What follows belongs to an exercise in optimizing a design on an open flow for small area; a production flow would make more cautious choices.
Only simulation tests tie the RTL to the original design; equivalence was not proved.
Power is estimated from default activity; no workload was simulated.

Setup of old:
==> module goertzel_bin_scheduler, before the edit <==
module goertzel_bin_scheduler #(
  parameter int X_WIDTH      = 16,
  parameter int W_WIDTH      = 16,
  parameter int CHANELS      = 2,
  parameter int FRAME_LENGTH = 64,
  parameter int N_BINS       = 4,
  localparam int BW = (N_BINS > 1) ? $clog2(N_BINS) : 1,
  localparam int XW = CHANELS * X_WIDTH
) (
  input  logic                      clk,
  input  logic                      rstn,
  input  logic                      s_valid,
  output logic                      s_ready,
  input  logic [XW-1:0]             s_x,
  input  logic                      cfg_we,
  input  logic [BW-1:0]             cfg_bin,
  input  logic signed [W_WIDTH-1:0] cfg_w_re,
  input  logic signed [W_WIDTH-1:0] cfg_w_im,
  output logic                      eng_valid,
  output logic [XW-1:0]             eng_x,
  output logic signed [W_WIDTH-1:0] eng_w_re,
  output logic signed [W_WIDTH-1:0] eng_w_im,
  input  logic                      eng_valid_o,
  output logic                      res_valid,
  output logic [BW-1:0]             res_bin,
  output logic                      res_last,
  output logic                      busy,
  output logic                      seq_err
);
  localparam int AW = $clog2(FRAME_LENGTH);
  localparam logic [AW-1:0] LAST_IDX = AW'(FRAME_LENGTH - 1);
  localparam logic [BW-1:0] LAST_BIN = BW'(N_BINS - 1);
  logic                      run;       
  logic                      drain;     
  logic                      fill;
  logic [AW-1:0]             cnt;       
  logic [BW-1:0]             bin;
  localparam int NG = FRAME_LENGTH / 4;
  logic [XW-1:0]             q0 [NG];
  logic [XW-1:0]             q1 [NG];
  logic [XW-1:0]             q2 [NG];
  logic [XW-1:0]             q3 [NG];
  logic [XW-1:0]             rx;        
  logic [XW-1:0]             d2;        
  logic [XW-1:0]             d3;        
  logic [XW-1:0]             wsrc;
  logic                      v1, v2, v3;  
  logic [1:0]                ph;        
  logic [1:0]                tap_idx;   
  logic [1:0]                tap;       
  logic [3:0]                wsel;      
  logic [N_BINS-1:0]         ld_sel;    
  logic                      arr;
  logic [2:0]                pc;        
  logic                      pinv;      
  logic                      xinv;      
  logic                      slot;
  logic                      wr;
  logic                      shift;
  logic signed [W_WIDTH-1:0] tbl_re [N_BINS];
  logic signed [W_WIDTH-1:0] tbl_im [N_BINS];
  logic [N_BINS-1:0]         tbl_vld;   
  logic signed [W_WIDTH-1:0] act_re;
  logic signed [W_WIDTH-1:0] act_im;
  logic signed [W_WIDTH-1:0] act_re_d;
  logic signed [W_WIDTH-1:0] act_im_d;
  logic [BW-1:0]             ld_bin;
  logic                      seq_err_r;
  logic                      step;
  logic                      last;
  assign fill = !run && !drain;
  assign step = (fill && s_valid) || run;
  assign last = step && (cnt == LAST_IDX);
  assign arr   = fill && s_valid;
  assign slot  = (ph == 2'd0);
  assign wr    = slot && (v1 || v2 || v3 || arr);
  assign shift = fill ? wr : slot;
  assign tap_idx = ph - 2'd1 - (2'(v1) + 2'(v2) + 2'(v3));
  assign pinv  = pc[2] && (fill || v1 || v2 || v3);
  assign xinv  = !(3'(pc - 3'(tap) - 3'd1) >> 2);
  assign wsel[3] = v3;
  assign wsel[2] = !v3 && v2;
  assign wsel[1] = !v3 && !v2 && (v1 || !fill);
  assign wsel[0] = !v3 && !v2 && !v1 && fill;
  assign wsrc = ({XW{wsel[3]}} & d3) | ({XW{wsel[2]}} & d2) |
                ({XW{wsel[1]}} & rx) | ({XW{wsel[0]}} & s_x);
  always_ff @(posedge clk) begin
    rx <= fill ? s_x : q3[NG-1];
    d2 <= rx;
    d3 <= d2;
    q0[0] <= ~(shift ? (wsrc ^ {XW{pinv}}) : q3[0]);
    for (int j = 1; j < NG; j++) begin
      q0[j] <= ~(shift ? q3[j-1] : q3[j]);
    end
    for (int j = 0; j < NG; j++) begin
      q1[j] <= q0[j];
      q2[j] <= q1[j];
      q3[j] <= q2[j];
    end
  end
  always_ff @(posedge clk) begin
    ph <= (shift || !rstn) ? 2'd0 : ph + 2'd1;
    if (!rstn) begin
      pc <= '0;
    end else if (!drain) begin
      pc <= pc + 3'd1;
    end
    if (last && fill) begin
      tap <= tap_idx;
    end
    if (!rstn) begin
      v1 <= 1'b0;
      v2 <= 1'b0;
      v3 <= 1'b0;
    end else begin
      v1 <= arr && !(wr && !v1 && !v2 && !v3);
      v2 <= v1 && !(wr && !v2 && !v3);
      v3 <= v2 && !(wr && !v3);
    end
  end
  always_ff @(posedge clk) begin
    if (cfg_we) begin
      tbl_re[cfg_bin] <= cfg_w_re;
      tbl_im[cfg_bin] <= cfg_w_im;
    end
  end
  always_ff @(posedge clk) begin
    if (!rstn) begin
      tbl_vld <= '0;
    end else if (cfg_we) begin
      tbl_vld[cfg_bin] <= 1'b1;
    end
  end
  assign ld_bin = drain ? bin + BW'(1) : '0;
  always_comb begin
    act_re_d = '0;
    act_im_d = '0;
    for (int e = 0; e < N_BINS; e++) begin
      ld_sel[e] = (ld_bin == BW'(e)) && tbl_vld[e];
      act_re_d = act_re_d | ({W_WIDTH{ld_sel[e]}} & tbl_re[e]);
      act_im_d = act_im_d | ({W_WIDTH{ld_sel[e]}} & tbl_im[e]);
    end
  end
  always_ff @(posedge clk) begin
    if (!run) begin
      act_re <= act_re_d;
      act_im <= act_im_d;
    end
  end
  always_ff @(posedge clk) begin
    if (!rstn) begin
      run       <= 1'b0;
      drain     <= 1'b0;
      cnt       <= '0;
      bin       <= '0;
      seq_err_r <= 1'b0;
    end else begin
      if (eng_valid_o && !drain) begin
        seq_err_r <= 1'b1;
      end
      if (step) begin
        cnt <= cnt + AW'(1);
      end
      if (last) begin
        run   <= fill;
        drain <= run;
        if (fill) begin
          bin <= '0;
        end
      end else if (drain) begin
        drain <= 1'b0;
        if (bin != LAST_BIN) begin
          bin <= bin + BW'(1);
          run <= 1'b1;
        end
      end
    end
  end
  assign s_ready   = fill;
  assign eng_valid = run;
  always_comb begin
    case (tap)
      2'd0:    eng_x = q0[NG-1];
      2'd1:    eng_x = q1[NG-1];
      2'd2:    eng_x = q2[NG-1];
      default: eng_x = q3[NG-1];
    endcase
    eng_x = eng_x ^ {XW{xinv}};
  end
  assign eng_w_re  = act_re;
  assign eng_w_im  = act_im;
  assign res_valid = drain && eng_valid_o;
  assign res_bin   = bin;
  assign res_last  = res_valid && (bin == LAST_BIN);
  assign busy      = !fill;
  assign seq_err   = seq_err_r;
endmodule
clock: 6.5 ns
lec_check: 0
abc_area: 1
cap_margin: 20
core_margin: 2
core_utilization: 70
slew_margin: 20
standard.sh (not shown) runs the stock make flow with config.mk's settings and CLKGATE_MAP_FILE= SYNTH_SCRIPT=/design/flow/synth_recipe.tcl, a recipe that flattens the netlist after the stock synthesis.
==> flow/flow/run.sh <==
#!/bin/bash
# Standard ORFS layout (standard.sh) with three changes:
# - synthesis maps the logic with an area-oriented ABC script
#   (flow/abc_area.script, ABC's amap) in place of ORFS's abc_area.script;
#   the rest of the synthesis (registers, flattening, renaming) is the standard flow's own;
# - port buffers use the smallest buffer cell (sky130_fd_sc_hd__buf_1);
# - clock tree: clkbuf_16 for the root and trunk, clkbuf_8 for the sink
#   clusters of up to 20 registers, no dummy loads.
# Each step's output goes to its own log here (synth.log, standard.log).
set -e
export BUFFER_PORTS_ARGS="-buffer_cell sky130_fd_sc_hd__buf_1"
export CTS_ARGS="-sink_clustering_enable -repair_clock_nets -sink_clustering_size 20 -sink_clustering_max_diameter 50 -root_buf sky130_fd_sc_hd__clkbuf_16 -tree_buf sky130_fd_sc_hd__clkbuf_16 -sink_clustering_buffer sky130_fd_sc_hd__clkbuf_8 -buf_list {sky130_fd_sc_hd__clkbuf_8 sky130_fd_sc_hd__clkbuf_16} -dont_use_dummy_load"
rm -rf scripts_area
cp -r "$FLOW_HOME/scripts" scripts_area
cp flow/abc_area.script scripts_area/abc_area.script
SCRIPTS_DIR="$PWD/scripts_area" bash standard.sh synth > synth.log 2>&1
bash standard.sh > standard.log 2>&1
==> flow/flow/abc_area.script <==
strash
dch -f
amap -F 4 -A 4
topo
Edits applied to the flow inputs when going from old to new:
-- flow/design.v --
<<< old, line 48
  logic [1:0]                ph;        
  logic [1:0]                tap_idx;   
  logic [1:0]                tap;       
  logic [3:0]                wsel;      
  logic [N_BINS-1:0]         ld_sel;    
  logic                      arr;
  logic [2:0]                pc;        
  logic                      pinv;      
  logic                      xinv;      
  logic                      slot;
  logic                      wr;
>>> new, line 48
  logic [1:0]                ph;        
  logic [1:0]                tap_idx;   
  logic [3:0]                tap;       
  logic [3:0]                wsel;      
  logic [N_BINS-1:0]         ld_sel;    
  logic                      arr;
  logic                      slot;
  logic                      wr;
<<< old, line 77
  assign shift = fill ? wr : slot;
  assign tap_idx = ph - 2'd1 - (2'(v1) + 2'(v2) + 2'(v3));
  assign pinv  = pc[2] && (fill || v1 || v2 || v3);
  assign xinv  = !(3'(pc - 3'(tap) - 3'd1) >> 2);
  assign wsel[3] = v3;
  assign wsel[2] = !v3 && v2;
>>> new, line 74
  assign shift = fill ? wr : slot;
  assign tap_idx = ph - 2'd1 - (2'(v1) + 2'(v2) + 2'(v3));
  assign wsel[3] = v3;
  assign wsel[2] = !v3 && v2;
<<< old, line 89
    d2 <= rx;
    d3 <= d2;
    q0[0] <= ~(shift ? (wsrc ^ {XW{pinv}}) : q3[0]);
    for (int j = 1; j < NG; j++) begin
      q0[j] <= ~(shift ? q3[j-1] : q3[j]);
    end
    for (int j = 0; j < NG; j++) begin
>>> new, line 84
    d2 <= rx;
    d3 <= d2;
    q0[0] <= shift ? wsrc : q3[0];
    for (int j = 1; j < NG; j++) begin
      q0[j] <= shift ? q3[j-1] : q3[j];
    end
    for (int j = 0; j < NG; j++) begin
<<< old, line 101
  always_ff @(posedge clk) begin
    ph <= (shift || !rstn) ? 2'd0 : ph + 2'd1;
    if (!rstn) begin
      pc <= '0;
    end else if (!drain) begin
      pc <= pc + 3'd1;
    end
    if (last && fill) begin
      tap <= tap_idx;
    end
    if (!rstn) begin
>>> new, line 96
  always_ff @(posedge clk) begin
    ph <= (shift || !rstn) ? 2'd0 : ph + 2'd1;
    if (last && fill) begin
      tap <= 4'b0001 << tap_idx;
    end
    if (!rstn) begin
<<< old, line 179
  assign s_ready   = fill;
  assign eng_valid = run;
  always_comb begin
    case (tap)
      2'd0:    eng_x = q0[NG-1];
      2'd1:    eng_x = q1[NG-1];
      2'd2:    eng_x = q2[NG-1];
      default: eng_x = q3[NG-1];
    endcase
    eng_x = eng_x ^ {XW{xinv}};
  end
  assign eng_w_re  = act_re;
  assign eng_w_im  = act_im;
>>> new, line 169
  assign s_ready   = fill;
  assign eng_valid = run;
  assign eng_x = ({XW{tap[0]}} & q0[NG-1]) | ({XW{tap[1]}} & q1[NG-1]) |
                 ({XW{tap[2]}} & q2[NG-1]) | ({XW{tap[3]}} & q3[NG-1]);
  assign eng_w_re  = act_re;
  assign eng_w_im  = act_im;
Notes after the runs:
- Taking old as the reference, in new sequential power went down about 7%, share of power burned in combinational logic held, core utilization went down 0.42 points, fraction of the mapped netlist area in simple logic gates went up 0.58 points.
- For standby leakage power, new and old come out practically identical.
- For new, the slowest stage cell on the critical path was edfxtp_1, unlike old, where it was nor2_2.
- Compared with old, new shows global-route usage lower by 1.5 points.
- Between new and old, the difference in flip-flop and latch area is negligible.
- new against old: final-layout clock buffer total now smaller; total power decreased by about 6% relative to the old numbers; routability congestion estimate lower; cell count shrank by about 1%; number of buffers inserted to repair setup after CTS stayed essentially flat.
- Per the comparison of new with old, routed wire length shrank by 5000 um, synthesized net count decreased by 1.6% relative to the old numbers.

what the ideal ports hide:
No port has a modelled driver above. Below, the same layouts with a new extraction and two added sets of constraints.
Step 1 assumes that a clkbuf_16 drives the clock port and a buf_2 every other input.
Step 2 also shifts input and output timing later by t, the mid clock arrival at the registers, as if the neighbouring blocks saw the same clock.
Three values: ideal ports, drivers, drivers and shift; two values: the first two.
run	t (ns)	setup slack, ns	worst slew at a driven data input, ns	pins driven straight from the clock port
old	0.762	1.332 / 1.261 / 2.023	0.11	1
new	0.742	2.461 / 2.395 / 2.277	0.07	1
After both steps every run listed still meets setup and hold. The setup slack of new, which loses most, moves by -0.066 ns with the drivers and by -0.184 ns with both steps.
